Background: an optimization exercise with open tools, aiming at small area, a short achievable clock period and few clock cycles per item. Do not read the settings as production practice. The RTL was checked by simulation tests, not by an equivalence proof against the original design.

== v17 ==
Design alu_iter, start of the top module:
module alu_iter #(
    parameter int XLEN = 32
) (
    input  logic            clk,
    input  logic            rst,
    input  logic            in_valid,
    output logic            in_ready,
    input  logic [XLEN-1:0] read_data1,
    input  logic [XLEN-1:0] read_data2,
    input  logic [XLEN-1:0] imm,
    input  logic            ALUSrc,
    input  logic [1:0]      ALUOp,
    input  logic [2:0]      funct3,
    input  logic [6:0]      funct7,
    output logic            out_valid,
    input  logic            out_ready,
    output logic [XLEN-1:0] ALU_result,
    output logic            zero,
    output logic            illegal
);
    logic        v1_q;           
    logic [5:0]  ph_q;           
    logic [31:0] a_q, b_q;       
    logic        out_valid_q;
    logic        illegal_q;
    logic [31:0] lo_q;           
    logic        out_hi_q;       
    logic [31:0] hi_q;           
    logic [4:0]  cnt_q;          
    logic k_sum, k_slt, k_xor, k_or, k_and, k_sh, k_mul, k_div, k_ill;
    logic k_inv, k_sext, k_sll, k_sra;
    logic k_as, k_hi, k_more;              
    logic k_dz;                            
    logic xinv_q, yinv_q;                  
    logic k_rem, k_aneg, k_bneg;           
    logic [31:0] op_a, op_b;
    assign op_a = read_data1;
    assign op_b = ALUSrc ? imm : read_data2;
    logic is_r, is_i, base_tab, alt, md;
    assign is_r     = (ALUOp == alu_pkg::ALUOP_RTYPE);
    assign is_i     = (ALUOp == alu_pkg::ALUOP_ITYPE);
    assign base_tab = is_i || (is_r && funct7 == alu_pkg::F7_BASE);
    assign alt      = is_r && (funct7 == alu_pkg::F7_ALT);
    assign md       = is_r && (funct7 == alu_pkg::F7_MULDIV);
    logic d_sum, d_sub, d_slt, d_xor, d_or, d_and, d_sh, d_mul, d_div, d_ill;
    assign d_sum = !ALUOp[1] || ((base_tab || alt) && funct3 == 3'd0);    
    assign d_sub = (ALUOp == alu_pkg::ALUOP_SUB) || (alt && funct3 == 3'd0);
    assign d_slt = base_tab && funct3[2:1] == 2'b01;                      
    assign d_xor = base_tab && funct3 == 3'd4;
    assign d_or  = base_tab && funct3 == 3'd6;
    assign d_and = base_tab && funct3 == 3'd7;
    assign d_sh  = (base_tab && funct3[1:0] == 2'b01) || (alt && funct3 == 3'd5);
  ...
clock: 8.0 ns
lec_check: 0
cap_margin: 20
core_margin: 2
core_utilization: 40
setup_slack_margin: 3.5
slew_margin: 20
run.sh (not shown) runs the stock make flow with config.mk's settings and CLKGATE_MAP_FILE= SYNTH_SCRIPT=/design/flow/synth_recipe.tcl, a recipe that flattens the netlist after the stock synthesis.
v17 finished end to end and its layout was clean on timing, DRC and antenna.
Testbench counts of v17, summed over its fixed seeds: cycles 54,217, items 16,000.
Edits applied to the flow inputs when going from v17 to v53:
Settings: SETUP_SLACK_MARGIN: 3.5 -> 3.0.
Taking v53 as 1.0, v17 lands at 1.12 on met3 wirelength from detailed routing.
Post-CTS setup repair buffer count for v53: about 70% down relative to v17
v53 -> v17: area taken by flip-flops and latches flat
When the final numbers for v53 and v17 were put side by side, the shortest period the worst path allows turned out to be smaller in v17.
Compared with v17, the router placed fewer vias in v53.
The core of v53 is less densely filled than that of v17.
Worst hold path stage count | v53 above v17
Input changes introduced in v22 (baseline for comparison: v53):
Settings: setting TNS_END_PERCENT to 1 for the first time.
- Cmp v22 vs v53: detailed-route wire length per cell lower in v22
- Between v53 and v22, the difference in area occupied by registers is negligible.
- In v22, final period demand of the worst path is higher than in v53.
- v22 ends up with a relative area of clock buffers and inverters in the final design that is 0.19 points higher than in v53.
- Detailed-routing wirelength on met1: lower on v22
- The flow did not stop early for v22: all stages ran, and the layout cleared the timing, DRC and antenna checks.
The inputs of v47 differ from those of v22 as listed below.
Settings: removing TNS_END_PERCENT (formerly 1); changing SETUP_SLACK_MARGIN from 3.0 to 2.5.
==> run notes <==
Final-report setup violation count of v47 is on par with v22. Between v47 and v22, the layout buffering overhead excluding clock cells is higher for v22. Going from v22 to v47, the register fraction of the total cell area was found to have gone up by 0.30 points. v22 → v47: wire length of the first global-routing pass level, global-route usage picked up an extra 0.16 points. Sort v47 and v22 by final setup slack of the worst path, ascending, and v47 comes first. Comparing the two runs side by side, v47 comes out behind v22 on wire length.
The inputs of v34 differ from those of v47 as listed below.
Settings: putting TNS_END_PERCENT at 5 where nothing was set; swapping 2.5 for 3.5 in SETUP_SLACK_MARGIN.
==> comparison <==
- As far as number of clock sinks goes, v34 and v47 are indistinguishable; the numbers are identical.
- Diff v34..v47 | number of hold violations in the final report | unchanged
- Route | v34 vs v47 | wire longer in v34
For v8, these inputs were changed with respect to v34:
Settings: a change of SETUP_SLACK_MARGIN from 3.5 to 3.0.
## What came out
v34 -> v8: core box area delta 0, exact match
Compared with v34, sum of routed wire segments on met1 in v8 decreased by a few percent.
Against v34 as the reference, v8 delivers a higher part of the cycle the worst path needs.
On setup slack after layout, the lower figure sits with v8, not v34.
Re number of signal-net inverters in the final layout: v8 and v34 aren't equal, and the lower value belongs to v34.
Of v8 and v34, v8 shows the lower global-route usage, with v34 above it.

[static timing again, ports no longer ideal]
Ports are ideal in the flow. The routed layouts listed here were re-timed in OpenROAD.
Step 1 sets driving cells, clkbuf_16 on the clock port and buf_2 on the other inputs (assumed; they add their load-dependent delay and slew).
Step 2 moves the port delays by t, midway between the first and last clock arrival at a register: inputs arrive t later, outputs are due t later. That takes back most of the time a late clock gives input paths.
a / b / c = ideal ports / drivers / drivers and shift; a / b = the first two.
run	t, ns	setup WS [ns]	hold slack, ns	worst register clock-pin slew, ns	worst data-port slew with drivers (ns)
v17	0.579	3.109 / 3.109 / 2.656	0.568 / 0.568 / 0.568	0.08 / 0.08	0.06
v53	0.587	3.013 / 2.976 / 2.578	0.566 / 0.566 / 0.566	0.08 / 0.08	0.07
v22	0.581	2.844 / 2.844 / 2.369	0.546 / 0.546 / 0.546	0.09 / 0.09	0.04
v47	0.577	2.564 / 2.564 / 2.192	0.545 / 0.545 / 0.545	0.09 / 0.09	0.04
v34	0.579	3.026 / 3.026 / 2.679	0.542 / 0.542 / 0.542	0.09 / 0.09	0.08
v8	0.585	2.913 / 2.893 / 2.369	0.546 / 0.546 / 0.546	0.09 / 0.09	0.04
After both steps every run listed still meets setup and hold. For v8, which loses most, drivers alone change the setup slack by -0.020 ns; drivers and shift together by -0.544 ns.
